Background: an optimization exercise with open tools, aiming at small area, a short achievable clock period and few clock cycles per item. Do not read the settings as production practice.
At most, simulation tests tie the RTL to the original design; equivalence was not proved.
No functional check of the RTL was part of runs 3 to 7.
Power is estimated from default activity; no workload was simulated.

`flow/run.sh`:
```
#!/bin/bash
# synth_recipe.tcl (not shown) runs the flow's synth.tcl, then flattens the netlist and writes it again
# the make line also repeats each setting of config.mk as NAME=value (left out here)
make -C /OpenROAD-flow-scripts/flow DESIGN_CONFIG=/design/flow/config.mk WORK_HOME=/design/flow/orfs CLKGATE_MAP_FILE= SYNTH_SCRIPT=/design/flow/synth_recipe.tcl finish
```
`flow/config.mk`:
```
export PLATFORM = sky130hd
export DESIGN_NAME = pcie_notify_endpoint
export DESIGN_NICKNAME = pcie_notify_endpoint
export VERILOG_FILES = /design/flow/design.v
export SDC_FILE = /design/flow/constraint.sdc
export NUM_CORES = 4
export LEC_CHECK = 0
export ABC_CLOCK_PERIOD_IN_PS = 2000
export CAP_MARGIN = 20
export CORE_MARGIN = 2
export CORE_UTILIZATION = 40
export PLACE_DENSITY = 0.6
export SETUP_SLACK_MARGIN = 2.9
export SLEW_MARGIN = 20
export TNS_END_PERCENT = 100
```
`flow/design.v`:
```
package pcie_tlp_pkg;
    typedef logic [63:0] qword_t;          
    typedef logic [31:0] dword_t;          
    typedef logic [63:0] pcie_addr_t;      
    typedef logic [15:0] requester_id_t;   
    localparam int TLP_LEN_W = 10;         
    typedef logic [TLP_LEN_W-1:0] tlp_len_t;
    typedef enum logic [7:0] {
        MRD32          = 8'h00,   
        MWR32_3DW      = 8'h40,   
        MWR64_4DW_DATA = 8'h60    
    } tlp_fmt_type_e;
    localparam int       TLP_TAG_W     = 8;          
    localparam tlp_len_t MWR_LENGTH_DW = 10'd2;      
    localparam logic [3:0] FULL_BE     = 4'hF;       
    localparam int       NOTIFY_BEATS  = 3;          
    localparam tlp_len_t RX_LENGTH_DW  = 10'd1;
endpackage
package dma_regs_pkg;
    localparam int NUM_CHANNELS = 4;
    localparam int CHAN_SEL_W   = $clog2(NUM_CHANNELS);
    typedef logic [2:0] chan_idx_t;              
    typedef logic [CHAN_SEL_W-1:0] chan_sel_t;   
    typedef enum logic [1:0] {
        REG_ADDR_LO  = 2'd0,   
        REG_ADDR_HI  = 2'd1,   
        REG_DOORBELL = 2'd2,   
        REG_NONE     = 2'd3    
    } reg_sel_e;
    localparam int BAR_CHAN_MSB = 6;
    localparam int BAR_CHAN_LSB = 4;
    localparam int BAR_SEL_MSB  = 3;
    localparam int BAR_SEL_LSB  = 2;
    localparam int RING_BYTES    = 4096;
    localparam int NOTIFY_STRIDE = 8;            
    typedef logic [$clog2(RING_BYTES)-1:0] ring_off_t;
    typedef logic [31:0] seq_t;
endpackage
module pcie_notify_endpoint
(
    input  logic       trn_clk,
    input  logic       reset,
    input  pcie_tlp_pkg::qword_t     trn_rd,
    input  logic       trn_rsof_n,
    input  logic       trn_reof_n,
    input  logic       trn_rsrc_rdy_n,
    input  logic [6:0] trn_rbar_hit_n,
    output logic       trn_rdst_rdy_n,
    output pcie_tlp_pkg::qword_t     trn_td,
    output logic [7:0] trn_trem_n,
    output logic       trn_tsof_n,
    output logic       trn_teof_n,
    output logic       trn_tsrc_rdy_n,
    input  logic       trn_tdst_rdy_n,
    input  logic [7:0] cfg_bus_number,
    input  logic [4:0] cfg_device_number,
    input  logic [2:0] cfg_function_number
);
    localparam int NCH = 4;
    function automatic logic [51:0] inc52(input logic [51:0] x, input logic cin);
        logic [51:0] p;
        p = x;
        for (int d = 1; d < 52; d = d * 2) begin
            for (int i = 51; i >= d; i--) p[i] = p[i] & p[i - d];
        end
        inc52[0] = x[0] ^ cin;
        for (int i = 1; i < 52; i++) inc52[i] = x[i] ^ (cin & p[i - 1]);
    endfunction
    function automatic logic [31:0] inc32(input logic [31:0] x);
        logic [31:0] p;
        p = x;
        for (int d = 1; d < 32; d = d * 2) begin
            for (int i = 31; i >= d; i--) p[i] = p[i] & p[i - d];
        end
        inc32[0] = !x[0];
        for (int i = 1; i < 32; i++) inc32[i] = x[i] ^ p[i - 1];
    endfunction
    function automatic logic [8:0] inc9(input logic [8:0] x);
        logic [8:0] p;
        p = x;
        for (int d = 1; d < 9; d = d * 2) begin
            for (int i = 8; i >= d; i--) p[i] = p[i] & p[i - d];
        end
        inc9[0] = !x[0];
        for (int i = 1; i < 9; i++) inc9[i] = x[i] ^ p[i - 1];
    endfunction
    assign trn_rdst_rdy_n = 1'b0;     
    assign trn_trem_n     = 8'h00;    
    logic        beat;
    logic        hdr_good;    
    logic        acc;         
    logic [1:0]  ch_in;
    logic [1:0]  sel_in;
    logic [31:0] wdata;       
    logic [NCH-1:0] db_now;   
    logic        db_in;       
    assign beat = !trn_rsrc_rdy_n;
    always_ff @(posedge trn_clk) begin
        if (reset) begin
            hdr_good <= 1'b0;
        end else if (beat) begin
            hdr_good <= !trn_rsof_n && trn_reof_n && !trn_rbar_hit_n[0] &&
                        (trn_rd[63:56] == 8'h40) && (trn_rd[41:32] == 10'd1);
        end
    end
    assign acc    = hdr_good && beat && !trn_reof_n && trn_rsof_n && !trn_rd[38];
    assign ch_in  = trn_rd[37:36];
    assign sel_in = trn_rd[35:34];
    assign wdata  = wdata_q & {32{!reset}};
    assign db_in  = acc && (sel_in == 2'd2);
    logic [31:0] wdata_q;
    logic        wr_q;        
    logic [1:0]  ch_q;
    logic [1:0]  sel_q;
    logic [NCH-1:0] we_lo, we_hi, we_db;
    always_ff @(posedge trn_clk) begin
        wdata_q <= trn_rd[31:0];
        ch_q    <= ch_in;
        sel_q   <= sel_in;
        wr_q    <= acc && !reset;
    end
    for (genvar c = 0; c < NCH; c++) begin : g_dec
        assign db_now[c] = db_in && (ch_in == 2'(c));
        assign we_lo[c]  = wr_q && (ch_q == 2'(c)) && (sel_q == 2'd0);
        assign we_hi[c]  = wr_q && (ch_q == 2'(c)) && (sel_q == 2'd1);
        assign we_db[c]  = wr_q && (ch_q == 2'(c)) && (sel_q == 2'd2);
    end
    logic [63:3] base [NCH];
    logic [8:0]  lo   [NCH];
    logic        cy   [NCH];
    logic [31:0] seq  [NCH];
    logic [31:0] db   [NCH];
    logic [NCH-1:0] pend;     
    logic        tvalid_n;    
    logic        tsof_n;
    logic        teof_n;
    logic [63:0] td;
    logic [1:0]  ch_cur;      
    logic [NCH-1:0] ch_oh;    
    logic [NCH-1:0] ch_ohn;   
    logic        upd;         
    logic        upd_a;       
    logic [63:3] base_c;
    logic [8:0]  lo_c;
    logic        cy_c;
    logic [31:0] seq_c;
    logic [31:0] db_c;
    always_comb begin
        base_c = '0;
        lo_c   = '0;
        cy_c   = 1'b0;
        seq_c  = '0;
        db_c   = '0;
        for (int c = 0; c < NCH; c++) begin
            base_c = base_c | (base[c] & {61{ch_oh[c]}});
            lo_c   = lo_c   | (lo[c]   & {9{ch_oh[c]}});
            cy_c   = cy_c   | (cy[c]   & ch_oh[c]);
            seq_c  = seq_c  | (seq[c]  & ~{32{ch_ohn[c]}});
            db_c   = db_c   | (db[c]   & ~{32{ch_ohn[c]}});
        end
    end
    logic [8:0]  lo_nx;
    logic        cy_nx;
    logic [31:0] seq_nx;
    assign lo_nx  = inc9(lo_c);
    assign cy_nx  = cy_c ? (lo_c != base_c[11:3]) : ((lo_c == 9'd0) && (base_c[11:3] != 9'd0));
    assign seq_nx = inc32(td[63:32]) & {32{!reset}};    
    for (genvar c = 0; c < NCH; c++) begin : g_ch
        logic adv_c;      
        logic step_c;     
        assign adv_c  = upd && ch_oh[c];
        assign step_c = upd_a && ch_oh[c];
        always_ff @(posedge trn_clk) begin
            if (reset || we_lo[c]) base[c][31:3]  <= wdata[31:3];
            if (reset || we_hi[c]) base[c][63:32] <= wdata;
            if (reset || adv_c)    seq[c]         <= seq_nx;
            if (we_db[c])          db[c]          <= wdata_q;
        end
        always_ff @(posedge trn_clk) begin
            if (reset) begin
                lo[c] <= '0;
                cy[c] <= 1'b0;
            end else if (we_lo[c]) begin
                lo[c] <= wdata_q[11:3];
                cy[c] <= 1'b0;
            end else if (we_hi[c]) begin
                lo[c] <= base[c][11:3];
                cy[c] <= 1'b0;
            end else begin
                if (step_c) lo[c] <= lo_nx;
                if (adv_c)  cy[c] <= cy_nx;
            end
        end
    end
    logic        adv;         
    logic        any_pend;
    logic [1:0]  rr_ch;       
    logic [1:0]  nxt_ch;
    logic        start;       
    logic        head;        
    logic [63:0] addr_q;
    logic [63:0] hdr_q;
    assign adv      = tvalid_n || !trn_tdst_rdy_n;
    assign any_pend = |pend;
    assign head     = adv && (tvalid_n || !teof_n);
    assign start    = any_pend || db_in;
    always_comb begin
        logic [NCH-1:0] r;    
        case (ch_cur)
            2'd0:    r = {pend[0], pend[3], pend[2], pend[1]};
            2'd1:    r = {pend[1], pend[0], pend[3], pend[2]};
            2'd2:    r = {pend[2], pend[1], pend[0], pend[3]};
            default: r = {pend[3], pend[2], pend[1], pend[0]};
        endcase
        casez (r)
            4'b???1: rr_ch = ch_cur ^ {ch_cur[0], 1'b1};     
            4'b??10: rr_ch = ch_cur ^ 2'd2;                   
            4'b?100: rr_ch = ch_cur ^ {!ch_cur[0], 1'b1};    
            default: rr_ch = ch_cur;
        endcase
    end
    assign nxt_ch = any_pend ? rr_ch : ch_in;
    assign addr_q = {inc52(base_c[63:12], cy_c), lo_c, 3'b000};
    assign hdr_q  = {8'h60, 14'd0, 10'd2, cfg_bus_number, cfg_device_number, cfg_function_number,
                     6'd0, nxt_ch, 8'hFF};
    always_ff @(posedge trn_clk) begin
        if (adv) begin
            if (!tvalid_n && !tsof_n)           td <= addr_q;
            else if (!tvalid_n && teof_n)       td <= {seq_c, db_c};
            else                                td <= hdr_q;
        end
    end
    always_ff @(posedge trn_clk) begin
        if (reset) begin
            tvalid_n <= 1'b1;
            tsof_n   <= 1'b1;
            teof_n   <= 1'b1;
            ch_cur   <= 2'd0;
            ch_oh    <= 4'b0001;
            ch_ohn   <= 4'b1110;
            upd      <= 1'b0;
            upd_a    <= 1'b0;
            pend     <= '0;
        end else begin
            upd   <= adv && !tvalid_n && tsof_n && teof_n;
            upd_a <= adv && !tvalid_n && !tsof_n;
            if (adv) begin
                if (!tvalid_n && !tsof_n) begin
                    tsof_n <= 1'b1;
                end else if (!tvalid_n && teof_n) begin
                    teof_n <= 1'b0;
                end else begin
                    tvalid_n <= !start;
                    tsof_n   <= !start;
                    teof_n   <= 1'b1;
                end
            end
            if (head && start) begin
                ch_cur <= nxt_ch;
                for (int c = 0; c < NCH; c++) begin
                    ch_oh[c]  <= (nxt_ch == 2'(c));
                    ch_ohn[c] <= (nxt_ch != 2'(c));
                end
            end
            for (int c = 0; c < NCH; c++) begin
                if (head && start && nxt_ch == 2'(c)) pend[c] <= 1'b0;
                else if (db_now[c] && !(head && !any_pend)) pend[c] <= 1'b1;
            end
        end
    end
    assign trn_td         = td;
    assign trn_tsof_n     = tsof_n;
    assign trn_teof_n     = teof_n;
    assign trn_tsrc_rdy_n = tvalid_n;
endmodule
```
`flow/constraint.sdc`:
```
create_clock -name core_clock -period 6.0 [get_ports {trn_clk}]
set_input_delay 1.2000 -clock core_clock [delete_from_list [all_inputs] [get_ports {trn_clk}]]
set_output_delay 1.2000 -clock core_clock [all_outputs]
set_load 0.01 [all_outputs]
```
==> results of run 1 <==
-- worst max-delay path: stages, from the launching register on --
cell and delay, ns:
dfxtp_4 0.52, buf_6 0.39, a22oi_1 0.20, a22oi_2 0.29
nand4_4 0.21, or3_4 0.46, or3_4 0.35, xnor2_1 0.15
a21o_1 0.18
-- synth_stat cells (all sizes together), types with 5 or more instances --
cell type	count	area, um^2
nand2	143	537
clkbuf	73	274
a21o	31	233
o21bai	20	150
dfxtp	97	1940
a211oi	42	315
a221oi	13	120
a41oi	6	52.6
nor2	75	292
o21ai	16	80.1
edfxtp	564	16900
xnor2	27	236
nor4	10	83.8
a22oi	274	2150
inv	21	78.8
a311oi	18	158
nand2b	6	37.5
o221ai	8	70.1
or3	6	47.5
a21oi	91	455
a31oi	11	68.8
and3	10	62.6
nand3	53	270
nor3	32	188
nor2b	49	307
nand4	21	153
o32ai	10	87.6
buf	52	427
and4	5	43.8
xor2	43	377
and2	21	131
-- timing repair --
| action | 4_1_cts | 5_1_grt |
|---|---|---|
| gates resized for setup | 10 | 3 |
| pin swaps | 1 | 1 |
| setup buffers | 7 | 1 |
| endpoints found under the setup margin | 46 | 14 |
-- registers in the layout, summed over array words and instances, names as in the netlist, 32 cells and up --
| signal | count |
|---|---|
| lo | 36 |
| seq | 128 |
| base | 244 |
| wdata_q | 32 |
| db | 128 |
| td | 64 |
-- area by class of cell --
type | instances | area (um^2)
timing repair buffer | 198 | 1890
tap | 864 | 1080
clock buffer | 87 | 1840
multi-input combinational | 1095 | 7230
fill | 5672 | 34600
clock inverter | 35 | 374
inverter | 21 | 81.3
sequential | 661 | 18900
-- placed cells by master (no fill, tap or decap), types with 18 or more instances in the layout --
cell | synthesis | final
xnor2_1 | 27 | 27
buf_4 | 12 | 49
a211oi_1 | 42 | 42
a21o_1 | 31 | 31
xor2_1 | 43 | 43
nand3_1 | 52 | 52
nor3_1 | 29 | 24
clkdlybuf4s50_1 | 0 | 138
nor2b_1 | 49 | 48
a21oi_1 | 91 | 91
edfxtp_1 | 564 | 564
nand4_1 | 19 | 19
a22oi_1 | 258 | 258
a311oi_1 | 18 | 18
nor2_1 | 73 | 72
clkbuf_16 | 0 | 71
nand2_1 | 143 | 142
dfxtp_1 | 97 | 91
-- per-stage QoR --
stage / total power [uW] / setup WS, ns / utilization, % / cell area (um^2)
floorplan: 5470 / 2.32 / - / 26800
global placement: 5640 / 2.44 / 44.0 / 29000
detailed placement: 5660 / 2.39 / 44.0 / 29000
CTS: 9840 / 2.92 / 47.5 / 31400
global route: 10000 / 2.85 / 47.6 / 31400
finish: 9770 / 2.98 / 47.6 / 31400
-- cell families after synthesis --
family                     Yosys count  synth area share, %
DFF                                661                 70.5
AOI/OAI and AO/OA                  559                 15.3
and+or+nand+nor                    452                 8.77
buffers and inverters              146                 2.91
xor gates and xnor gates            70                 2.29
adders and majority gates            4                0.187
other                                1               0.0140
muxes                                1               0.0374
-- power groups by stage --
stage | Clock, uW | Combinational [uW] | Sequential, uW
after global placement | 0 | 335 | 5310
final | 4210 | 342 | 5220
after CTS | 4280 | 341 | 5220
after global routing | 4440 | 366 | 5230
after floorplan | 0 | 177 | 5300
after detailed placement | 0 | 340 | 5320
-- metal layers --
layer  up-vias  share of wire (%)  track usage [%]
met3       103                6.7             2.98
met2       719                 49             35.5
li1       7737                  -                -
met1      8602                 42             28.0
met4         0                2.2             6.26
met5         -                  0                0
-- worst paths after layout --
kind | cells past startpoint | slack [ns] | to | from
max | 8 | 2.98 | td[48] | ch_oh[0]
max reg2reg | 8 | 2.98 | td[48] | ch_oh[0]
min | 2 | 0.46 | wr_q | hdr_good
min reg2reg | 2 | 0.46 | wr_q | hdr_good
==> run_results.csv, run 1 <==
group,metric,value,unit
synth,yosys_warnings,6,
layout,stdcell_count,2961,
timing,fin_hold_ws,0.462,ns
power,p_sw_share,20.7,%
timing,tightest_slew,1.16,ns
timing,fin_crit_sh,50.3,%
synth,netlist_instances,1894,
power,pwr-share-comb,3.5,%
layout,nNetsFinal,2142,
synth,ys_seq_area_share,70.5,%
placed_design,hpwl,47100,um
global_route,grtUsageTotal,21.0,%
power,p_int,7750,uW
route,dr.pass1.iters,6,
global_route,grt_pass1_vias,17000,
route,ant_nets,0,
route,wire_per_inst,25.0,um
timing,finClkSkew,0.0275,ns
worst_setup_path,cp_data_arrival_time,3.37,ns
power,power_frac_seq,53.4,%
power,power.density,311,mW/mm^2
synth,synth-edff-count,564,
die,ios,169,
worst_setup_path,worstSetupEndpointType,"flop",
route,via_per_inst,5.80,
clocking,clkSinkCount,661,
timing,slew_headroom,22.7,%
clocking,clockBufferDepth,3,
timing,setup_tns,0,ns
timing,finalHoldViolCount,0,
clocking,clkTransAtPathRegs,0.06,ns
timing,clock.fmax,331,MHz
synth,yosys.cell_types.count,80,
placed_design,dp_cells,2831,
run_status,status,"no timing/DRC/antenna violations",
die,rows,94,
global_route,grt_overflow,0,
die,coreArea,0.0660,mm^2
power,p_clk_share,43.1,%
layout,drive_gt1_share,10.4,%
timing,setup_viol,0,
synth,ys_seq_elements,661,
route,first_iter_violations,1932,
die,die_x,263,um
power,p_leak,0.0107,uW
die,die_area,0.0691,mm^2
global_route,grt_pass1_wl,109000,um
die,die_h,263,um
timing,min_period,3.02,ns
timing,drv_slew,0,
power,switching_power,2020,uW
placed_design,place.gp.congestion,0.847,
worst_setup_path,worstPathMaxFanout,39,
power,peakVddDrop,0.166,mV
clocking,clk_latency,0.61,ns
synth,async_flop_share,0,%
worst_hold_path,hp-class,"flop to flop",
route,drcViolationCount,0,
synth,syn_area,0.0268,mm^2
global_route,grt_max_degree,65,
layout,diodes,0,
route,drt_wl_total,74000,um
clocking,holdBufCountCts,0,
clocking,cts_tree,"built",
die,floorplan.initialDensity,40.6,%
synth,synthFlopType,"edfxtp_1",
global_route,antenna_found_initial,0,
synth,avgSynthCellArea,14.1,um^2
clocking,htreeDepth,3,
clocking,cts_buffers,68,
worst_setup_path,worstSetupPathType,"flop to flop",
worst_setup_path,worst_setup_path_start_kind,"flop",
worst_setup_path,worstPathRequired,6.35,ns
layout,synthToLayoutAreaGrowth,17.1,%
route,route.vias.total,17200,
clocking,root_buffer,"clkbuf_16",
timing,rsz0062_at_grt,"true",
flow_run,cap_viol_max_count,0,
placed_design,portBuffers,139,
Testbench counts, summed over its fixed seeds: cycles 12,545, items 3,200.
==> inputs of run 2 (changes only) <==
--- a/flow/config.mk
+++ b/flow/config.mk
@@ -12,3 +12,3 @@
 export PLACE_DENSITY = 0.6
-export SETUP_SLACK_MARGIN = 2.9
+export SETUP_SLACK_MARGIN = 3.4
 export SLEW_MARGIN = 20
==> run_results.csv, run 2 <==
group,metric,value,unit
run_status,status,"no timing/DRC/antenna violations",
die,die_h,263,um
worst_setup_path,worstRegToRegCells,11,
layout,synthToLayoutAreaGrowth,23.4,%
power,p_sw_share,21.0,%
route,drcViolationCount,0,
placed_design,hpwl,45800,um
flow_run,cap_viol_max_count,0,
global_route,grt_overflow,0,
power,p_clk_share,43.4,%
clocking,clkSinkCount,661,
power,switching_power,2070,uW
timing,setup_tns,0,ns
worst_setup_path,cpMaxStageDelayCell,"or4_4",
power,peakVddDrop,0.213,mV
worst_hold_path,hp-class,"flop to flop",
worst_setup_path,regToRegSetupSlack,3.24,ns
route,ant_nets,0,
synth,synth_top_area_cell,"edfxtp_1",
worst_setup_path,worstSetupPathType,"flop to flop",
global_route,grt_pass1_wl,112000,um
power,power_frac_seq,53.0,%
layout,multi_input_area,0.00772,mm^2
synth,syn_area,0.0268,mm^2
layout,final_area,0.0331,mm^2
timing,finClkSkew,0.0241,ns
synth,yosys-top-cells-count,"564 x edfxtp_1, 258 x a22oi_1, 143 x nand2_1",
clocking,clkTransAtPathRegs,0.06,ns
timing,tightest_slew,1.07,ns
timing,drv_slew,0,
power,pwr-share-comb,3.6,%
synth,yosys_warnings,6,
layout,seq_area,0.0189,mm^2
layout,top_regs,"base x244, db x128, seq x128",
layout,regMostFlops,"base",
clocking,clockBufferDepth,3,
synth,synth-edff-count,564,
power,p_leak,0.0117,uW
worst_hold_path,holdPathStages,2,
timing,fin_hold_ws,0.451,ns
die,coreArea,0.0660,mm^2
synth,netlist_instances,1894,
die,ios,169,
timing,clock.fmax,363,MHz
clocking,clk_latency,0.61,ns
synth,synthFlopType,"edfxtp_1",
timing,finalHoldViolCount,0,
die,die_area,0.0691,mm^2
power,p_int,7780,uW
clocking,cts_buffers,69,
timing,setup_viol,0,
worst_setup_path,worstPathMaxFanout,9,
layout,layout_commonest_cell,"edfxtp_1",
worst_setup_path,crit_family,"simple AND/OR/NAND/NOR gates",
global_route,grt_pass1_vias,17700,
clocking,cts_tree,"built",
layout,final_core_util,50.1,%
route,drt_wl_total,77000,um
synth,synth_most_common_cell,"edfxtp_1",
die,die_x,263,um
clocking,root_buffer,"clkbuf_16",
timing,fin_crit_sh,45.9,%
synth,ys_seq_area_share,70.5,%
worst_setup_path,path_cells,"buf_12 > buf_12 > buf_4 > a22oi_1 > nand2_1 > nand3_2 > or4_4 > buf_6 > nor4_4 > xor2_1 > a21o_1",
placed_design,place.gp.congestion,0.845,
route,dr.pass1.iters,7,
worst_setup_path,worst_setup_path_start_kind,"flop",
route,first_iter_violations,1853,
timing,slew_headroom,28.5,%
worst_setup_path,critPathMaxStageDelay,0.60,ns
die,rows,94,
synth,ys_seq_elements,661,
worst_setup_path,worstPathRequired,6.37,ns
worst_setup_path,cp_common_cell,"buf_12",
layout,diodes,0,
synth,synth_top_area_share,63.2,%
route,via_per_inst,5.80,
global_route,grtUsageTotal,21.7,%
route,wire_per_inst,25.1,um
synth,async_flop_share,0,%
worst_setup_path,r2r_end,"td[52]",
timing,rsz0062_at_grt,"true",
die,floorplan.initialDensity,40.6,%
global_route,grt_max_degree,74,
clocking,htreeDepth,3,
layout,largest_reg_flops,244,
layout,nNetsFinal,2250,
placed_design,post_dp_cell_area,0.0290,mm^2
route,route.vias.total,17800,
timing,min_period,2.76,ns
layout,drive_gt1_share,19.0,%
synth,avgSynthCellArea,14.1,um^2
worst_setup_path,path_buf_inv,4,
layout,final_cell_mix,"564 x edfxtp_1, 244 x a22oi_1, 126 x nand2_1, 122 x buf_4, 89 x dfxtp_1",
synth,yosys.cell_types.count,80,
worst_setup_path,cp_data_arrival_time,3.13,ns
power,power.density,298,mW/mm^2
worst_hold_path,hold_end,"wr_q",
worst_setup_path,r2r-start,"ch_oh[0]",
worst_hold_path,min_from,"hdr_good",
worst_setup_path,worstSetupEndpointType,"flop",
global_route,antenna_found_initial,0,
synth,synth.area.top_cells,"edfxtp_1 63%, dfxtp_1 7.2%, a22oi_1 7.2%",
layout,fillCellCount,5467,
placed_design,portBuffers,139,
==> run 2: cell counts after synthesis <==
No cell type changed its count.
==> run 2: worst max path at each step <==
stage                 to  depth (start not counted)  startpoint
2_1_floorplan  seq[0][0]                          2       reset
3_3_place_gp      td[48]                          8    ch_oh[2]
3_5_place_dp      td[48]                          8    ch_oh[2]
4_1_cts           td[52]                         10    ch_oh[0]
5_1_grt           td[52]                         11    ch_oh[1]
6_report          td[52]                         11    ch_oh[0]
==> run 2: tightest hold or removal path: cells and delay by family, from the launching register on <==
| kind | cells | cell delay (ns) |
|---|---|---|
| DFF | 1 | 0.32 |
| and+or+nand+nor | 2 | 0.09 |
==> run 2: repair_timing <==
item                                   in CTS  in global routing
endpoints found under the hold margin       0                  0
resized for setup                         184                 53
buffers inserted                           92                 28
gates cloned                                5                  1
hold buffers                                0                  0
pin swaps                                  41                 37
setup endpoints to repair                 342                134
==> run 2: stage by stage <==
step	setup slack, ns	power, uW	instances
floorplan	3.42	5480	1902
global placement	2.19	5640	2820
detailed placement	2.16	5660	2820
CTS	3.27	9910	3043
global route	3.19	10100	3072
finish	3.24	9850	3072
==> run 2: per-layer routing <==
| layer | vias to the layer above | track usage, % | part of all wire, % |
|---|---|---|---|
| met3 | 123 | 3.44 | 6.4 |
| met1 | 9056 | 28.4 | 42 |
| met5 | - | 0 | 0 |
| met2 | 681 | 36.9 | 50 |
| li1 | 7950 | - | - |
| met4 | 0 | 6.96 | 2.4 |
==> run 2: kinds of logic after synthesis <==
logic type | synth area share [%]
mux | 0.0374
flops | 70.5
xor+xnor | 2.29
fa+ha+maj | 0.187
buf+inv | 2.91
simple gates | 8.77
compound gates | 15.3
other cells | 0.0140
==> run 2: power by group through the flow <==
stage          combinational [uW]  clock (uW)  sequential, uW
4_1_cts                       349        4340            5220
3_3_place_gp                  336           0            5310
3_5_place_dp                  340           0            5320
2_1_floorplan                 180           0            5300
6_report                      358        4280            5220
5_1_grt                       381        4520            5230
==> run 2: area by class of cell <==
cell class / instances / share of cell area [%]
sequential: 661 / 57.2
clock buffer: 92 / 5.98
inverter: 21 / 0.246
timing repair buffer: 305 / 9.04
clock inverter: 34 / 0.908
multi-input combinational: 1095 / 23.4
tap: 864 / 3.27
==> inputs of run 3 (changes only) <==
--- a/flow/design.v
+++ b/flow/design.v
@@ -59,11 +59,2 @@
     localparam int NCH = 4;
-    function automatic logic [51:0] inc52(input logic [51:0] x, input logic cin);
-        logic [51:0] p;
-        p = x;
-        for (int d = 1; d < 52; d = d * 2) begin
-            for (int i = 51; i >= d; i--) p[i] = p[i] & p[i - d];
-        end
-        inc52[0] = x[0] ^ cin;
-        for (int i = 1; i < 52; i++) inc52[i] = x[i] ^ (cin & p[i - 1]);
-    endfunction
     function automatic logic [31:0] inc32(input logic [31:0] x);
@@ -139,2 +130,3 @@
     logic [NCH-1:0] ch_oh;    
+    logic [NCH-1:0] ch_ohb;   
     logic [NCH-1:0] ch_ohn;   
@@ -154,7 +146,30 @@
         for (int c = 0; c < NCH; c++) begin
-            base_c = base_c | (base[c] & {61{ch_oh[c]}});
-            lo_c   = lo_c   | (lo[c]   & {9{ch_oh[c]}});
-            cy_c   = cy_c   | (cy[c]   & ch_oh[c]);
+            base_c = base_c | (base[c] & {{26{ch_oh[c]}}, {35{ch_ohb[c]}}});
+            lo_c   = lo_c   | (lo[c]   & {9{ch_ohb[c]}});
+            cy_c   = cy_c   | (cy[c]   & ch_ohb[c]);
             seq_c  = seq_c  | (seq[c]  & ~{32{ch_ohn[c]}});
             db_c   = db_c   | (db[c]   & ~{32{ch_ohn[c]}});
+        end
+    end
+    logic [12:0] blk_c;
+    always_comb begin
+        blk_c = '0;
+        for (int c = 0; c < NCH; c++) begin
+            for (int j = 0; j < 13; j++) begin
+                blk_c[j] = blk_c[j] | ((&base[c][12 + 4 * j +: 4]) & (j >= 7 ? ch_oh[c] : ch_ohb[c]));
+            end
+        end
+    end
+    logic [63:12] addr_hi;
+    always_comb begin
+        logic [13:0] bc;     
+        logic        k;
+        bc[0] = cy_c;
+        for (int j = 0; j < 13; j++) bc[j + 1] = bc[j] & blk_c[j];
+        for (int j = 0; j < 13; j++) begin
+            k = bc[j];
+            for (int b = 0; b < 4; b++) begin
+                addr_hi[12 + 4 * j + b] = base_c[12 + 4 * j + b] ^ k;
+                k = k & base_c[12 + 4 * j + b];
+            end
         end
@@ -166,3 +181,3 @@
     assign cy_nx  = cy_c ? (lo_c != base_c[11:3]) : ((lo_c == 9'd0) && (base_c[11:3] != 9'd0));
-    assign seq_nx = inc32(td[63:32]) & {32{!reset}};    
+    assign seq_nx = inc32(seq_c) & {32{!reset}};
     for (genvar c = 0; c < NCH; c++) begin : g_ch
@@ -222,3 +237,3 @@
     assign nxt_ch = any_pend ? rr_ch : ch_in;
-    assign addr_q = {inc52(base_c[63:12], cy_c), lo_c, 3'b000};
+    assign addr_q = {addr_hi, lo_c, 3'b000};
     assign hdr_q  = {8'h60, 14'd0, 10'd2, cfg_bus_number, cfg_device_number, cfg_function_number,
@@ -239,2 +254,3 @@
             ch_oh    <= 4'b0001;
+            ch_ohb   <= 4'b1110;     
             ch_ohn   <= 4'b1110;
@@ -261,2 +277,3 @@
                     ch_oh[c]  <= (nxt_ch == 2'(c));
+                    ch_ohb[c] <= (nxt_ch == 2'(c));
                     ch_ohn[c] <= (nxt_ch != 2'(c));
==> run_results.csv, run 3 <==
group,metric,value,unit
run_status,status,"no timing/DRC/antenna violations",
global_route,grt_max_degree,77,
die,coreArea,0.0675,mm^2
synth,yosys-top-cells-count,"564 x edfxtp_1, 148 x a22oi_1, 144 x nand2_1",
synth,synth_top_area_cell,"edfxtp_1",
synth,syn_area,0.0274,mm^2
layout,seq_area,0.0190,mm^2
global_route,antenna_found_initial,0,
power,power,10300,uW
route,first_iter_violations,1796,
die,die_area,0.0706,mm^2
synth,synthFlopType,"edfxtp_1",
clocking,cts_buffers,70,
power,pwr-share-comb,4.7,%
route,ant_nets,0,
layout,drive_gt1_share,21.8,%
worst_setup_path,crit_start,"ch_ohb[1]",
global_route,grtUsageTotal,22.0,%
placed_design,portBuffers,139,
clocking,clkTransAtPathRegs,0.06,ns
route,route.vias.total,19000,
worst_setup_path,worstSetupEndpointType,"flop",
timing,slew_headroom,31.6,%
layout,nNetsFinal,2401,
layout,fillCellCount,5496,
synth,yosys.cell_types.count,79,
die,die_x,266,um
route,drcViolationCount,0,
worst_setup_path,r2r-start,"ch_ohb[1]",
die,rows,95,
worst_setup_path,worstPathMaxFanout,6,
timing,setup_tns,0,ns
power,peakVddDrop,0.179,mV
die,ios,169,
global_route,grt_pass1_wl,117000,um
synth,netlist_instances,2013,
global_route,grt_overflow,0,
layout,layout_commonest_cell,"edfxtp_1",
die,floorplan.initialDensity,40.6,%
power,p_leak,0.0124,uW
layout,final_cell_mix,"564 x edfxtp_1, 145 x a22oi_1, 127 x nand2_1, 107 x buf_4, 104 x nor2b_1",
global_route,grt_pass1_vias,19000,
worst_setup_path,worstPathRequired,6.31,ns
worst_setup_path,worst_setup_path_start_kind,"flop",
timing,setup_viol,0,
power,p_int,8090,uW
timing,finalHoldViolCount,0,
synth,synth_top_area_share,61.8,%
route,wire_per_inst,25.3,um
timing,rsz0062_at_grt,"true",
placed_design,place.gp.congestion,0.903,
clocking,clk_latency,0.63,ns
route,drt_wl_total,80800,um
global_route,use_met1,28.4,%
synth,ys_seq_area_share,69.2,%
clocking,clockBufferDepth,3,
synth,synth-edff-count,564,
timing,finClkSkew,0.0288,ns
clocking,holdBufCountCts,0,
layout,top_regs,"base x244, db x128, seq x128",
timing,worst_slack,3.11,ns
clocking,root_buffer,"clkbuf_16",
placed_design,hpwl,47200,um
placed_design,dp_slack,1.77,ns
clocking,cts_tree,"built",
clocking,htreeDepth,3,
synth,avgSynthCellArea,13.6,um^2
global_route,gr-usage-met2,37.5,%
synth,yosys_warnings,6,
route,via_per_inst,5.95,
timing,drv_slew,0,
timing,tightest_slew,1.03,ns
power,p_clk_share,43.5,%
worst_hold_path,hp-class,"flop to flop",
timing,min_period,2.89,ns
layout,synthToLayoutAreaGrowth,28.7,%
route,dr.pass1.iters,5,
power,power_frac_seq,51.8,%
power,switching_power,2220,uW
worst_hold_path,min_from,"wdata_q[23]",
synth,synth.area.top_cells,"edfxtp_1 62%, dfxtp_1 7.4%, a22oi_1 4.1%",
worst_setup_path,cp_data_arrival_time,3.20,ns
synth,ys_seq_elements,665,
worst_setup_path,worstSetupPathType,"flop to flop",
timing,fin_crit_sh,48.2,%
layout,final_area,0.0352,mm^2
clocking,clkSinkCount,665,
power,p_sw_share,21.5,%
synth,synth_most_common_cell,"edfxtp_1",
layout,regMostFlops,"base",
placed_design,post_dp_cell_area,0.0298,mm^2
global_route,busiest_layer,"met2",
global_route,met3_usage,2.97,%
timing,clock.fmax,346,MHz
layout,largest_reg_flops,244,
die,die_h,266,um
flow_run,cap_viol_max_count,0,
layout,multi_input_area,0.00947,mm^2
power,power.density,292,mW/mm^2
synth,async_flop_share,0,%
[run 3: cell types whose count changed in the layout (fill, tap and decap cells not counted), sizes merged, moves of 18 or more]
cell    before  now
a22oi      274  148
nor2b       49  122
ha           4   42
xor2        43    9
nand3       53   81
and3        10   37
a21o        31    7
a221oi      13   34
a22o         4   24
o21bai      20    1
a21oi       91   73
[run 3: power by group through the flow]
stage / registers (uW) / clock network, uW / logic, uW
CTS: 5330 / 4520 / 442
global placement: 5420 / 0 / 400
global route: 5360 / 4710 / 516
floorplan: 5400 / 0 / 235
finish: 5340 / 4490 / 481
detailed placement: 5430 / 0 / 406
[run 3: routing by layer]
layer	wire length, um	part of all wire (%)
met5	0	0
met1	32300	40
met2	40100	50
met4	3150	3.9
met3	5240	6.5
[run 3: path summary, 6_finish.rpt]
check / to / slack, ns / cells after the start
hold reg to reg: db[3][23] / 0.49 / 0
hold / removal: db[3][23] / 0.49 / 0
setup / recovery: td[55] / 3.11 / 12
setup reg to reg: td[55] / 3.11 / 12
[run 3: what timing repair did]
item / 4_1_cts / 5_1_grt
pin swaps: 49 / 55
buffers inserted: 61 / 41
cloned: 9 / 3
gates resized for setup: 321 / 157
endpoints found under the hold margin: 0 / 0
setup endpoints to repair: 430 / 397
[run 3: cells by family after synthesis]
family,after synthesis,share of synthesized area [%]
buffers and inverters,159,2.47
AOI/OAI and AO/OA,502,13.6
xor gates and xnor gates,33,1.06
and+or+nand+nor,608,11.6
DFF,665,69.2
other,1,0.0137
adders and majority gates,42,1.92
muxes,3,0.114
[run 3: layout make-up]
| class | count | area share [%] |
|---|---|---|
| Sequential cell | 665 | 53.9 |
| Inverter | 30 | 0.476 |
| Clock inverter | 39 | 1.41 |
| Clock buffer | 88 | 5.40 |
| Timing Repair Buffer | 302 | 8.84 |
| Antenna cell | 1 | 0.00710 |
| Multi-Input combinational cell | 1197 | 26.9 |
| Tap cell | 873 | 3.10 |
[run 3: per-stage QoR]
step                      hold slack (ns)  util (%)  cells
after detailed placement            0.468      44.2   2953
after CTS                           0.488      50.5   3150
after global routing                0.506      52.2   3194
final                               0.495      52.2   3195
after floorplan                     0.448         -   2021
after global placement              0.462      44.2   2953
[run 3: worst max-delay path: stages (launching register included)]
cell and delay, ns:
dfxtp_4 0.44, a22oi_2 0.08, nand2_2 0.13, o41a_1 0.27, nand4b_1 0.14, buf_6 0.15, or3_4 0.41, nor3b_2 0.19
ha_2 0.21, ha_4 0.13, ha_4 0.15, xor2_4 0.18, o22ai_2 0.10
==> inputs of run 4 (changes only) <==
--- a/flow/design.v
+++ b/flow/design.v
@@ -169,5 +169,5 @@
         for (int j = 0; j < 13; j++) begin
-            k = bc[j];
+            k = 1'b1;        
             for (int b = 0; b < 4; b++) begin
-                addr_hi[12 + 4 * j + b] = base_c[12 + 4 * j + b] ^ k;
+                addr_hi[12 + 4 * j + b] = base_c[12 + 4 * j + b] ^ (bc[j] & k);
                 k = k & base_c[12 + 4 * j + b];
==> run_results.csv, run 4 <==
group,metric,value,unit
run_status,status,"no timing/DRC/antenna violations",
worst_setup_path,path_buf_inv,3,
worst_setup_path,worst_setup_path_start_kind,"flop",
die,die_area,0.0715,mm^2
timing,finalHoldViolCount,0,
timing,finClkSkew,0.0237,ns
worst_setup_path,cp_common_cell,"buf_12",
power,switching_power,2200,uW
power,p_leak,0.0125,uW
die,coreArea,0.0686,mm^2
layout,fillCellCount,5795,
clocking,root_buffer,"clkbuf_16",
route,route.vias.total,19200,
route,ant_nets,0,
synth,yosys-top-cells-count,"564 x edfxtp_1, 177 x nand2_1, 167 x a22oi_1",
timing,drv_slew,0,
die,rows,96,
clocking,clkTransAtPathRegs,0.06,ns
synth,synth.area.top_cells,"edfxtp_1 61%, dfxtp_1 7.3%, a22oi_1 4.5%",
layout,top_regs,"base x244, db x128, seq x128",
worst_setup_path,cpMaxStageDelayCell,"or4_4",
worst_setup_path,worstSetupEndpointType,"flop",
clocking,clkSinkCount,665,
worst_setup_path,worstPathMaxFanout,6,
die,die_h,267,um
layout,final_cell_mix,"564 x edfxtp_1, 166 x a22oi_1, 153 x nand2_1, 108 x buf_4, 93 x nor2_1",
placed_design,place.gp.congestion,0.893,
clocking,cts_tree,"built",
synth,synth-edff-count,564,
synth,avgSynthCellArea,13.4,um^2
power,power.density,297,mW/mm^2
worst_setup_path,r2r-start,"ch_ohn[1]",
power,peakVddDrop,0.176,mV
synth,syn_area,0.0277,mm^2
timing,slew_headroom,25.3,%
global_route,antenna_found_initial,1,
worst_hold_path,holdPathStages,2,
synth,yosys.cell_types.count,92,
timing,rsz0062_at_grt,"true",
power,p_int,8040,uW
worst_setup_path,worstSetupPathType,"flop to flop",
power,pwr-share-comb,4.6,%
worst_setup_path,r2r_end,"seq[3][22]",
synth,ys_seq_area_share,68.3,%
synth,synthFlopType,"edfxtp_1",
worst_setup_path,worstPathRequired,6.33,ns
power,power_frac_seq,52.1,%
worst_hold_path,min_from,"lo[1][0]",
worst_setup_path,worstRegToRegCells,10,
timing,fin_crit_sh,46.0,%
synth,synth_top_area_cell,"edfxtp_1",
synth,synth_most_common_cell,"edfxtp_1",
clocking,clk_latency,0.62,ns
global_route,grt_pass1_vias,19300,
die,ios,169,
layout,drive_gt1_share,18.8,%
worst_setup_path,crit_start,"ch_ohn[1]",
layout,nNetsFinal,2422,
flow_run,cap_viol_max_count,0,
global_route,grtUsageTotal,22.7,%
worst_hold_path,hold_end,"lo[1][0]",
global_route,grt_max_degree,65,
timing,clock.fmax,363,MHz
power,p_sw_share,21.5,%
clocking,clockBufferDepth,3,
timing,tightest_slew,1.12,ns
timing,setup_viol,0,
layout,final_core_util,50.3,%
route,first_iter_violations,1718,
synth,netlist_instances,2075,
timing,setup_tns,0,ns
die,die_x,267,um
layout,synthToLayoutAreaGrowth,24.5,%
worst_hold_path,hp-class,"flop to flop",
clocking,holdBufCountCts,0,
synth,ys_seq_elements,665,
route,drt_wl_total,82000,um
route,drcViolationCount,0,
clocking,htreeDepth,3,
global_route,grt_pass1_wl,121000,um
worst_setup_path,path_cells,"buf_12 > buf_12 > and2b_1 > a2111oi_4 > or4_4 > buf_4 > or2_4 > nor4b_4 > xor2_1 > nor2_2",
layout,largest_reg_flops,244,
worst_setup_path,crit_family,"simple AND/OR/NAND/NOR gates",
route,via_per_inst,5.81,
worst_setup_path,cp_data_arrival_time,3.09,ns
route,wire_per_inst,24.8,um
synth,synth_top_area_share,61.1,%
synth,async_flop_share,0,%
power,p_clk_share,43.3,%
timing,min_period,2.76,ns
route,dr.pass1.iters,5,
global_route,grt_overflow,0,
layout,regMostFlops,"base",
placed_design,hpwl,50400,um
worst_setup_path,regToRegSetupSlack,3.24,ns
worst_setup_path,critPathMaxStageDelay,0.57,ns
layout,layout_commonest_cell,"edfxtp_1",
layout,diodes,0,
synth,yosys_warnings,6,
die,floorplan.initialDensity,40.4,%
clocking,cts_buffers,70,
placed_design,portBuffers,139,
## run 4: cell type report
type	count	area (um^2)	area share, %
Sequential cell	665	19000	55.0
Clock buffer	91	1970	5.69
Clock inverter	38	393	1.14
Inverter	24	123	0.355
Multi-Input combinational cell	1272	9150	26.5
Timing Repair Buffer	280	2740	7.94
Tap cell	931	1160	3.37
## run 4: timing repair
action,in CTS,in global routing
buffers inserted,71,19
resized for setup,237,94
cloned,6,1
pin swaps,45,35
setup endpoints to repair,355,355
## run 4: power by group through the flow
stage               combinational, uW  clock [uW]  sequential (uW)
global route                      506        4670             5360
floorplan                         248           0             5400
CTS                               453        4490             5340
detailed placement                425           0             5440
finish                            470        4430             5340
global placement                  420           0             5430
## run 4: per-stage QoR
step                std cells  total power, uW  setup WS, ns  instance area, um^2  hold WS [ns]
finish                   3301            10200          3.24                34500         0.457
global route             3301            10500          3.14                34500         0.477
CTS                      3281            10300          3.28                33900         0.453
detailed placement       3075             5860          2.16                30200         0.445
global placement         3075             5850          2.22                30200         0.440
floorplan                2083             5650          2.97                27800         0.432
## run 4: worst max path at each step
stage / end / slack (ns) / depth (start not counted)
floorplan: base[3][32] / 2.97 / 5
global placement: td[57] / 2.22 / 11
detailed placement: td[57] / 2.16 / 11
CTS: td[61] / 3.28 / 12
global route: seq[0][31] / 3.14 / 10
finish: seq[3][22] / 3.24 / 10
## run 4: kinds of logic (layout without fill, tap and decap cells)
logic type               Yosys count  in the layout  share of synthesized area [%]
multiplexers                      20             20                          0.722
AND/OR/NAND/NOR                  685            685                           13.0
AO/OA/AOI/OAI                    479            479                           12.8
other                              1              9                         0.0135
XOR/XNOR                          63             63                           1.99
flip-flops                       665            665                           68.3
buffers and inverters            146            433                           2.43
adder cells (fa/ha/maj)           16             16                          0.722
## run 4: worst register-to-register path: stages, from the launching register on
cell and delay [ns]:
dfxtp_4 0.35, buf_12 0.15, buf_12 0.15, and2b_1 0.23
a2111oi_4 0.07, or4_4 0.57, buf_4 0.17, or2_4 0.28
nor4b_4 0.23, xor2_1 0.21, nor2_2 0.08
## run 4: layer usage
metal | share of wire (%) | global-route usage (%) | vias to the layer above
met4 | 4.0 | 9.78 | 0
li1 | - | - | 8521
met2 | 48 | 38.0 | 831
met5 | 0 | 0 | -
met1 | 42 | 29.5 | 9650
met3 | 6.3 | 3.23 | 174
==> inputs of run 5 (changes only) <==
--- a/flow/design.v
+++ b/flow/design.v
@@ -240,8 +240,10 @@
                      6'd0, nxt_ch, 8'hFF};
-    always_ff @(posedge trn_clk) begin
-        if (adv) begin
-            if (!tvalid_n && !tsof_n)           td <= addr_q;
-            else if (!tvalid_n && teof_n)       td <= {seq_c, db_c};
-            else                                td <= hdr_q;
-        end
+    logic [63:0] nb;
+    always_comb begin
+        if (!tvalid_n && !tsof_n)      nb = addr_q;
+        else if (!tvalid_n && teof_n)  nb = {seq_c, db_c};
+        else                           nb = hdr_q;
+    end
+    always_ff @(posedge trn_clk) begin
+        td <= (nb & {64{adv}}) | (td & {64{!adv}});
     end
==> run_results.csv, run 5 <==
group,metric,value,unit
placed_design,hpwl,50100,um
route,route.vias.total,19100,
worst_setup_path,regToRegSetupSlack,3.38,ns
layout,largest_reg_flops,244,
placed_design,place.gp.congestion,0.918,
die,ios,169,
synth,async_flop_share,0,%
synth,synth_top_area_cell,"edfxtp_1",
global_route,grtUsageTotal,22.4,%
timing,min_period,2.62,ns
timing,slew_headroom,28.9,%
layout,top_regs,"base x244, db x128, seq x128",
power,p_int,7810,uW
synth,yosys_warnings,6,
power,p_clk_share,42.7,%
route,wire_per_inst,25.3,um
placed_design,portBuffers,139,
route,ant_nets,0,
route,via_per_inst,5.82,
die,die_h,268,um
power,power.density,293,mW/mm^2
layout,regMostFlops,"base",
worst_setup_path,cp_data_arrival_time,2.91,ns
timing,finClkSkew,0.0348,ns
power,power,9990,uW
power,p_leak,0.0122,uW
clocking,cts_buffers,71,
synth,synth-edff-count,564,
timing,setup_viol,0,
synth,synth_top_area_share,60.8,%
global_route,antenna_found_initial,1,
timing,finalHoldViolCount,0,
synth,netlist_instances,2058,
layout,drive_gt1_share,17.1,%
worst_setup_path,worstRegToRegCells,12,
worst_setup_path,worstPathRequired,6.29,ns
route,drcViolationCount,0,
synth,synth.area.top_cells,"edfxtp_1 61%, dfxtp_1 7.3%, a22oi_1 4.5%",
global_route,grt_pass1_wl,120000,um
flow_run,cap_viol_max_count,0,
die,floorplan.initialDensity,40.5,%
clocking,cts_tree,"built",
clocking,clkTransAtPathRegs,0.06,ns
die,die_area,0.0718,mm^2
synth,ys_seq_area_share,68.1,%
layout,layout_commonest_cell,"edfxtp_1",
route,dr.pass1.iters,5,
layout,final_cell_mix,"564 x edfxtp_1, 167 x a22oi_1, 161 x nand2_1, 107 x nor2_1, 97 x nor2b_1",
timing,tightest_slew,1.07,ns
route,first_iter_violations,1937,
worst_setup_path,worstSetupEndpointType,"flop",
synth,yosys.cell_types.count,84,
global_route,grt_max_degree,57,
worst_setup_path,worstPathMaxFanout,7,
power,p_sw_share,21.8,%
power,switching_power,2180,uW
power,peakVddDrop,0.157,mV
worst_setup_path,worstSetupPathType,"flop to flop",
worst_hold_path,holdPathStages,2,
worst_setup_path,worst_setup_path_start_kind,"flop",
global_route,grt_overflow,0,
layout,diodes,0,
synth,ys_seq_elements,665,
die,die_x,268,um
timing,fin_crit_sh,43.7,%
synth,synth_most_common_cell,"edfxtp_1",
clocking,htreeDepth,3,
timing,clock.fmax,382,MHz
clocking,clk_latency,0.62,ns
worst_hold_path,min_from,"hdr_good",
timing,rsz0062_at_grt,"true",
clocking,root_buffer,"clkbuf_16",
power,power_frac_seq,53.0,%
power,pwr-share-comb,4.3,%
timing,setup_tns,0,ns
run_status,status,"no timing/DRC/antenna violations",
timing,drv_slew,0,
synth,syn_area,0.0279,mm^2
die,rows,96,
clocking,holdBufCountCts,0,
route,drt_wl_total,82800,um
clocking,clkSinkCount,665,
worst_hold_path,hold_end,"wr_q",
clocking,clockBufferDepth,3,
global_route,grt_pass1_vias,18900,
die,coreArea,0.0688,mm^2
layout,synthToLayoutAreaGrowth,22.3,%
worst_hold_path,hp-class,"flop to flop",
synth,yosys-top-cells-count,"564 x edfxtp_1, 167 x a22oi_1, 166 x nand2_1",
layout,nNetsFinal,2392,
synth,synthFlopType,"edfxtp_1",
synth,avgSynthCellArea,13.5,um^2
worst_setup_path,r2r-start,"ch_ohb[0]",
[run 5: per-stage QoR]
stage          hold WS (ns)  util (%)  setup WS, ns  cells  area (um^2)
4_1_cts               0.463      48.2          3.33   3226        33200
3_5_place_dp          0.453      43.8          2.31   3050        30200
2_1_floorplan         0.423         -          3.04   2066        27900
3_3_place_gp          0.441      43.8          2.32   3050        30200
6_report              0.455      49.5          3.38   3273        34100
5_1_grt               0.489      49.5          3.29   3273        34100
[run 5: worst max-delay path: stages (launching register included)]
cell     delay, ns
dfxtp_4       0.37
buf_4         0.14
nand2_1       0.07
nor2_1        0.06
o41a_4        0.54
buf_4         0.17
nand3_4       0.07
or2_4         0.16
buf_4         0.12
nor2_1        0.04
ha_1          0.19
xnor2_1       0.22
o22ai_1       0.14
[run 5: logic make-up (layout without fill, tap and decap cells)]
logic type,count (synthesis),in the layout,synth area share (%)
AOI/OAI and AO/OA,466,466,13.1
other,1,9,0.0135
buffers and inverters,139,411,2.43
and+or+nand+nor,694,698,13.2
DFF,665,665,68.1
muxes,9,9,0.323
xor gates and xnor gates,68,68,2.14
adders and majority gates,16,16,0.719
[run 5: routing by layer]
layer / track usage (%) / wire length, um / part of all wire, % / vias up
met3: 2.90 / 5830 / 7.0 / 122
met2: 37.9 / 40400 / 49 / 813
li1: - / - / - / 8435
met5: 0 / 0 / 0 / -
met1: 29.8 / 34000 / 41 / 9683
met4: 8.14 / 2520 / 3.0 / 0
[run 5: how the worst max path moves through the flow]
stage | from | to | cells past startpoint
CTS | ch_ohn[0] | seq[0][17] | 7
global placement | trn_rsrc_rdy_n | ch_ohn[1] | 7
global route | ch_ohb[0] | flop | 12
finish | ch_ohb[0] | flop | 12
floorplan | sel_q[0] | db[1][0] | 5
detailed placement | trn_rsrc_rdy_n | ch_ohn[1] | 7
[run 5: repair_timing]
item,4_1_cts,5_1_grt
setup buffers,40,41
gates resized for setup,148,105
pin swaps,20,26
cloned,4,6
endpoints found under the setup margin,394,377
[run 5: cell type report]
type	instances	area (um^2)
inverters	19	110
clock buffers	91	1900
fillers	5924	34800
flip-flops and latches	665	19000
multi-input cells	1266	9000
repair buffers	258	2500
clock inverters	41	369
repair inverters	2	20.0
well taps	931	1160
[run 5: power groups by stage]
stage | clock (uW) | combinational [uW] | sequential [uW]
after floorplan | 0 | 231 | 5360
after global placement | 0 | 394 | 5380
after detailed placement | 0 | 400 | 5390
after CTS | 4330 | 411 | 5290
after global routing | 4520 | 463 | 5310
final | 4260 | 434 | 5290
==> inputs of run 6 (changes only) <==
--- a/flow/design.v
+++ b/flow/design.v
@@ -85,2 +85,3 @@
     logic [31:0] wdata;       
+    logic        clr;         
     logic [NCH-1:0] db_now;   
@@ -99,3 +100,3 @@
     assign sel_in = trn_rd[35:34];
-    assign wdata  = wdata_q & {32{!reset}};
+    assign wdata  = wdata_q & {32{!clr}};
     assign db_in  = acc && (sel_in == 2'd2);
@@ -111,2 +112,3 @@
         wr_q    <= acc && !reset;
+        clr     <= reset;
     end
@@ -181,3 +183,3 @@
     assign cy_nx  = cy_c ? (lo_c != base_c[11:3]) : ((lo_c == 9'd0) && (base_c[11:3] != 9'd0));
-    assign seq_nx = inc32(seq_c) & {32{!reset}};
+    assign seq_nx = inc32(seq_c) & {32{!clr}};
     for (genvar c = 0; c < NCH; c++) begin : g_ch
@@ -188,5 +190,5 @@
         always_ff @(posedge trn_clk) begin
-            if (reset || we_lo[c]) base[c][31:3]  <= wdata[31:3];
-            if (reset || we_hi[c]) base[c][63:32] <= wdata;
-            if (reset || adv_c)    seq[c]         <= seq_nx;
+            if (clr || we_lo[c]) base[c][31:3]  <= wdata[31:3];
+            if (clr || we_hi[c]) base[c][63:32] <= wdata;
+            if (clr || adv_c)    seq[c]         <= seq_nx;
             if (we_db[c])          db[c]          <= wdata_q;
@@ -194,3 +196,3 @@
         always_ff @(posedge trn_clk) begin
-            if (reset) begin
+            if (clr) begin
                 lo[c] <= '0;
--- a/flow/config.mk
+++ b/flow/config.mk
@@ -12,3 +12,3 @@
 export PLACE_DENSITY = 0.6
-export SETUP_SLACK_MARGIN = 3.4
+export SETUP_SLACK_MARGIN = 3.5
 export SLEW_MARGIN = 20
==> run_results.csv, run 6 <==
group,metric,value,unit
clocking,htreeDepth,3,
synth,synth.area.top_cells,"edfxtp_1 62%, dfxtp_1 7.4%, a22oi_1 4.7%",
synth,ys_seq_elements,666,
clocking,cts_tree,"built",
die,ios,169,
route,dr.pass1.iters,6,
global_route,grtUsageTotal,22.4,%
die,die_area,0.0709,mm^2
synth,synth-edff-count,564,
synth,async_flop_share,0,%
clocking,cts_buffers,71,
placed_design,place.gp.congestion,0.897,
route,wire_per_inst,25.3,um
synth,synth_top_area_share,61.6,%
placed_design,hpwl,48700,um
synth,yosys-top-cells-count,"564 x edfxtp_1, 172 x a22oi_1, 150 x nand2_1",
synth,netlist_instances,2032,
layout,regMostFlops,"base",
layout,layout_commonest_cell,"edfxtp_1",
synth,synth_most_common_cell,"edfxtp_1",
route,routed-wl-met2,40500,um
die,rows,96,
clocking,clkSinkCount,666,
layout,diodes,0,
timing,finalHoldViolCount,0,
worst_setup_path,worst_setup_path_start_kind,"flop",
power,peakVddDrop,0.223,mV
flow_run,cap_viol_max_count,0,
timing,fin_crit_sh,45.9,%
synth,syn_area,0.0275,mm^2
layout,nNetsFinal,2400,
layout,final_cell_mix,"564 x edfxtp_1, 170 x a22oi_1, 139 x nand2_1, 115 x buf_4, 104 x nor2b_1",
global_route,grt_max_degree,56,
synth,avgSynthCellArea,13.5,um^2
route,via_per_inst,5.92,
timing,finClkSkew,0.0461,ns
timing,drv_slew,0,
placed_design,portBuffers,139,
worst_setup_path,worstSetupEndpointType,"flop",
timing,fin_hold_ws,0.454,ns
timing,rsz0062_at_grt,"true",
synth,synth_top_area_cell,"edfxtp_1",
global_route,antenna_found_initial,1,
route,drt-met1-wl,33400,um
timing,setup_tns,0,ns
worst_setup_path,worstSetupPathType,"flop to flop",
route,drt_wl_total,81700,um
synth,ys_seq_area_share,69.0,%
worst_hold_path,hp-class,"flop to flop",
die,die_x,266,um
route,ant_nets,0,
global_route,grt_pass1_wl,119000,um
worst_setup_path,worstPathRequired,6.34,ns
power,power.density,300,mW/mm^2
timing,tightest_slew,1.14,ns
die,floorplan.initialDensity,40.2,%
route,first_iter_violations,1893,
clocking,root_buffer,"clkbuf_16",
layout,fillCellCount,5671,
layout,drive_gt1_share,18.8,%
route,drcViolationCount,0,
worst_setup_path,cp_data_arrival_time,3.09,ns
synth,synthFlopType,"edfxtp_1",
run_status,status,"no timing/DRC/antenna violations",
layout,largest_reg_flops,244,
synth,yosys_warnings,6,
die,die_h,266,um
synth,yosys.cell_types.count,73,
global_route,grt_overflow,0,
timing,setup_viol,0,
power,p_leak,0.0123,uW
clocking,clockBufferDepth,3,
route,route.vias.total,19100,
die,coreArea,0.0683,mm^2
route,top_layer_used,"met4",
timing,slew_headroom,24.0,%
worst_setup_path,worstPathMaxFanout,6,
timing,clock.fmax,363,MHz
clocking,clk_latency,0.63,ns
layout,top_regs,"base x244, db x128, seq x128",
route,wl_met3,4810,um
global_route,grt_pass1_vias,19200,
layout,synthToLayoutAreaGrowth,24.9,%
clocking,clkTransAtPathRegs,0.06,ns
timing,min_period,2.76,ns
[run 6: changes by cell type in the layout (fill, tap and decap cells not counted), moves of 13 or more]
cell,before,now
clkdlybuf4s15_1,0,46
nand2_1,161,139
dlygate4sd2_1,67,9
a211oi_1,15,28
buf_4,90,115
mux2i_1,9,22
[run 6: area by class of cell]
cell class,instances,area [um^2],area share (%)
sequential,666,19000,55.4
clock buffer,85,1850,5.39
inverter,18,96.3,0.280
timing repair inverter,2,17.5,0.0510
clock inverter,47,568,1.65
timing repair buffer,293,2910,8.47
multi-input combinational,1239,8770,25.5
tap,882,1100,3.21
[run 6: logic make-up (layout without fill, tap and decap cells)]
kind of cell	Yosys count	in the layout	synth area share (%)
buffers and inverters	135	445	2.15
multiplexers	22	22	0.801
flip-flops	666	666	69.0
AND/OR/NAND/NOR	657	657	12.4
AO/OA/AOI/OAI	467	467	12.7
other	1	9	0.0136
XOR/XNOR	68	68	2.17
adder cells (fa/ha/maj)	16	16	0.728
[run 6: per-layer routing]
metal,vias to the layer above,GRT usage (%)
met4,0,8.49
met5,-,0
met3,173,3.15
met2,790,38.5
met1,9734,28.7
li1,8436,-
[run 6: path summary, 6_finish.rpt]
path,startpoint,cells past startpoint,end,slack [ns]
worst max-delay path,ch_ohn[1],10,seq[1][25],3.24
worst min-delay path,lo[1][0],2,lo[1][0],0.45
worst max register to register,ch_ohn[1],10,seq[1][25],3.24
worst min register to register,lo[1][0],2,lo[1][0],0.45
[run 6: per-stage QoR]
step                      utilization, %  total power, uW  area (um^2)  worst slack [ns]  std cells
after floorplan                        -             5660        27600              3.13       2040
after global placement              43.7             5850        29900              2.31       2978
after detailed placement            43.7             5870        29900              2.27       2978
after CTS                           49.1            10300        33600              3.28       3187
after global routing                50.3            10600        34400              3.19       3232
final                               50.3            10300        34400              3.24       3232
[run 6: repair_timing]
action | in CTS | in global routing
hold buffers | 0 | 0
buffers inserted | 68 | 41
endpoints found under the setup margin | 425 | 501
resized for setup | 254 | 115
cloned | 9 | 4
pin swaps | 29 | 29
[run 6: critical path, cell delays in order (launching register included)]
cell      delay (ns)
dfxtp_4         0.38
buf_12          0.16
buf_8           0.15
nor2b_1         0.14
a2111o_1        0.25
nand4_1         0.22
or4_4           0.61
buf_12          0.17
nor4_4          0.15
xnor2_1         0.17
nor2_2          0.08
[run 6: report_power, final]
part / internal (uW) / switching [uW]
Sequential: 5240 / 109
Combinational: 185 / 279
Clock: 2630 / 1870
==> inputs of run 7 (changes only) <==
--- a/flow/config.mk
+++ b/flow/config.mk
@@ -11,2 +11,4 @@
 export CORE_UTILIZATION = 40
+export CTS_BUF_LIST = sky130_fd_sc_hd__clkbuf_8
+export CTS_CLUSTER_SIZE = 20
 export PLACE_DENSITY = 0.6
==> run_results.csv, run 7 <==
group,metric,value,unit
layout,nNetsFinal,2444,
worst_hold_path,holdPathStages,2,
clocking,clk_latency,0.75,ns
worst_setup_path,crit_family,"simple AND/OR/NAND/NOR gates",
timing,min_period,2.72,ns
clocking,htreeDepth,3,
synth,yosys_warnings,6,
clocking,cts_buffers,107,
layout,fillCellCount,5745,
placed_design,portBuffers,139,
die,ios,169,
worst_setup_path,r2r_end,"seq[3][19]",
worst_setup_path,worstSetupPathType,"flop to flop",
timing,setup_viol,0,
clocking,clkTransAtPathRegs,0.07,ns
worst_setup_path,cp_data_arrival_time,3.17,ns
layout,synthToLayoutAreaGrowth,23.1,%
synth,async_flop_share,0,%
route,route.vias.total,19300,
route,ant_nets,0,
route,wire_per_inst,24.8,um
synth,synth_top_area_share,61.6,%
worst_setup_path,cp_common_cell,"buf_12",
die,floorplan.initialDensity,40.2,%
clocking,clkSinkCount,666,
layout,drive_gt1_share,22.2,%
worst_setup_path,r2r-start,"ch_ohn[1]",
timing,finalHoldViolCount,0,
worst_setup_path,path_buf_inv,2,
die,rows,96,
route,via_per_inst,5.84,
clocking,root_buffer,"clkbuf_8",
worst_setup_path,regToRegSetupSlack,3.28,ns
synth,avgSynthCellArea,13.5,um^2
power,power.density,282,mW/mm^2
global_route,grt_pass1_vias,19600,
clocking,clockBufferDepth,3,
global_route,antenna_found_initial,1,
timing,tightest_slew,1.21,ns
synth,yosys-top-cells-count,"564 x edfxtp_1, 172 x a22oi_1, 150 x nand2_1",
global_route,grt_pass1_wl,121000,um
die,coreArea,0.0683,mm^2
synth,synth.area.top_cells,"edfxtp_1 62%, dfxtp_1 7.4%, a22oi_1 4.7%",
clocking,cts_tree,"built",
die,die_area,0.0709,mm^2
worst_hold_path,hold_end,"lo[1][0]",
global_route,grt_max_degree,56,
layout,top_regs,"base x244, db x128, seq x128",
worst_setup_path,cpMaxStageDelayCell,"or4_4",
die,die_h,266,um
global_route,grtUsageTotal,22.7,%
route,drt_wl_total,81900,um
worst_setup_path,worstPathRequired,6.46,ns
layout,layout_commonest_cell,"edfxtp_1",
timing,setup_tns,0,ns
worst_setup_path,path_cells,"buf_12 > buf_12 > nor2b_4 > a2111o_1 > nand4_1 > or4_4 > nor4_4 > xor2_1 > nor2_2",
synth,yosys.cell_types.count,73,
timing,drv_slew,0,
synth,synth_top_area_cell,"edfxtp_1",
layout,largest_reg_flops,244,
timing,slew_headroom,19.5,%
worst_setup_path,worstPathMaxFanout,6,
worst_hold_path,min_from,"lo[1][0]",
layout,final_cell_mix,"564 x edfxtp_1, 169 x a22oi_1, 136 x nand2_1, 122 x buf_4, 111 x clkbuf_8",
power,peakVddDrop,0.204,mV
route,drcViolationCount,0,
worst_setup_path,worstRegToRegCells,9,
synth,ys_seq_elements,666,
worst_hold_path,hp-class,"flop to flop",
layout,regMostFlops,"base",
placed_design,hpwl,48700,um
worst_setup_path,critPathMaxStageDelay,0.59,ns
worst_setup_path,worst_setup_path_start_kind,"flop",
synth,synthFlopType,"edfxtp_1",
die,die_x,266,um
route,first_iter_violations,1875,
worst_setup_path,crit_cells,9,
synth,synth_most_common_cell,"edfxtp_1",
timing,clock.fmax,368,MHz
synth,syn_area,0.0275,mm^2
route,dr.pass1.iters,5,
run_status,status,"no timing/DRC/antenna violations",
timing,finClkSkew,0.0678,ns
worst_setup_path,worstSetupEndpointType,"flop",
placed_design,place.gp.congestion,0.897,
synth,ys_seq_area_share,69.0,%
timing,rsz0062_at_grt,"true",
global_route,grt_overflow,0,
flow_run,cap_viol_max_count,0,
synth,synth-edff-count,564,
synth,netlist_instances,2032,
layout,final_core_util,49.5,%
timing,fin_crit_sh,45.3,%
power,p_leak,0.0122,uW
[run 7: cell count changes in the layout (fill, tap and decap cells not counted), moves of 22 or more]
cell             change
buf_2               +57
clkbuf_16           -75
clkinv_1            +22
inv_1               +28
clkbuf_8           +111
clkdlybuf4s15_1     -46
[run 7: timing repair]
action,in CTS,in global routing
setup buffers,79,39
endpoints found under the hold margin,0,0
gates cloned,9,2
setup endpoints to repair,466,397
hold buffers,0,0
resized for setup,447,76
pin swaps,32,35
[run 7: per-stage QoR]
step	cell area (um^2)	hold WS [ns]	std cells	total power [uW]	worst slack [ns]
after floorplan	27600	0.423	2040	5660	3.13
after CTS	33100	0.453	3259	9590	3.29
after global routing	33900	0.481	3302	9870	3.21
after global placement	29900	0.444	2978	5850	2.31
final	33900	0.454	3303	9560	3.28
after detailed placement	29900	0.444	2978	5870	2.27
[run 7: layer usage]
layer	wire, um	up-vias	track usage, %	part of all wire (%)
met2	40800	819	38.7	50
met1	33100	9763	28.7	40
met4	2920	0	9.57	3.6
met5	0	-	0	0
li1	-	8522	-	-
met3	5140	183	3.50	6.3
[run 7: worst max-delay path by stage]
stage	from	endpoint	slack (ns)
after floorplan	sel_q[0]	db[1][0]	3.13
after global routing	ch_ohn[1]	seq[0][25]	3.21
final	ch_ohn[1]	seq[3][19]	3.28
after global placement	ch_ohb[1]	flop	2.31
after CTS	ch_ohn[1]	seq[3][19]	3.29
after detailed placement	ch_ohb[1]	flop	2.27
[run 7: worst min-delay path, cell delays in order, from the launching register on]
cell     delay [ns]
dfxtp_1        0.31
nand2_1        0.05
a21oi_1        0.05
[run 7: power breakdown]
group	switching, uW	internal [uW]
Sequential	110	5240
Combinational	281	187
Clock	1830	1900
Total	2220	7330
[run 7: cells by family (layout without fill, tap and decap cells)]
logic type / after synthesis / after routing / share of synthesized area (%)
DFF: 666 / 666 / 69.0
and+or+nand+nor: 657 / 657 / 12.4
AOI/OAI and AO/OA: 467 / 467 / 12.7
buffers and inverters: 135 / 514 / 2.15
xor gates and xnor gates: 68 / 68 / 2.17
muxes: 22 / 22 / 0.801
adders and majority gates: 16 / 16 / 0.728
other: 1 / 11 / 0.0136
[run 7: area by class of cell]
type / instances / area (um^2) / area share (%)
tap: 882 / 1100 / 3.26
multi-input combinational: 1239 / 8900 / 26.3
timing repair buffer: 300 / 2650 / 7.83
inverter: 18 / 113 / 0.333
antenna: 2 / 5.00 / 0.0148
sequential: 666 / 19000 / 56.2
timing repair inverter: 3 / 26.3 / 0.0776
clock inverter: 82 / 497 / 1.47
clock buffer: 111 / 1530 / 4.51

static timing again, ports no longer ideal:
The flow's constraints put no driver on any port. The routed layouts listed below were extracted and timed again, unchanged, in two steps.
Step 1, drivers: a clkbuf_16 drives trn_clk and a buf_2 each remaining input, both assumed.
Step 2 also shifts input and output timing later by t, the mid clock arrival at the registers, as if the neighbouring blocks saw the same clock.
Slacks: no drivers / after step 1 / after step 2; pairs: no drivers / after step 1.
| run | t (ns) | setup slack, ns | latest minus earliest clock arrival (ns) |
|---|---|---|---|
| run 1 | 0.659 | 2.981 / 2.956 / 2.490 | 0.027 / 0.027 |
| run 2 | 0.665 | 3.244 / 3.244 / 2.826 | 0.025 / 0.025 |
| run 3 | 0.672 | 3.107 / 3.107 / 2.799 | 0.030 / 0.030 |
| run 4 | 0.673 | 3.243 / 3.243 / 2.848 | 0.026 / 0.025 |
| run 5 | 0.667 | 3.380 / 3.380 / 2.812 | 0.035 / 0.035 |
| run 6 | 0.666 | 3.243 / 3.243 / 2.902 | 0.048 / 0.048 |
| run 7 | 0.778 | 3.283 / 3.283 / 2.863 | 0.069 / 0.069 |
After both steps setup and hold are still met in every run listed. For run 5, which loses most, drivers alone change the setup slack by 0.000 ns; drivers and shift together by -0.568 ns.
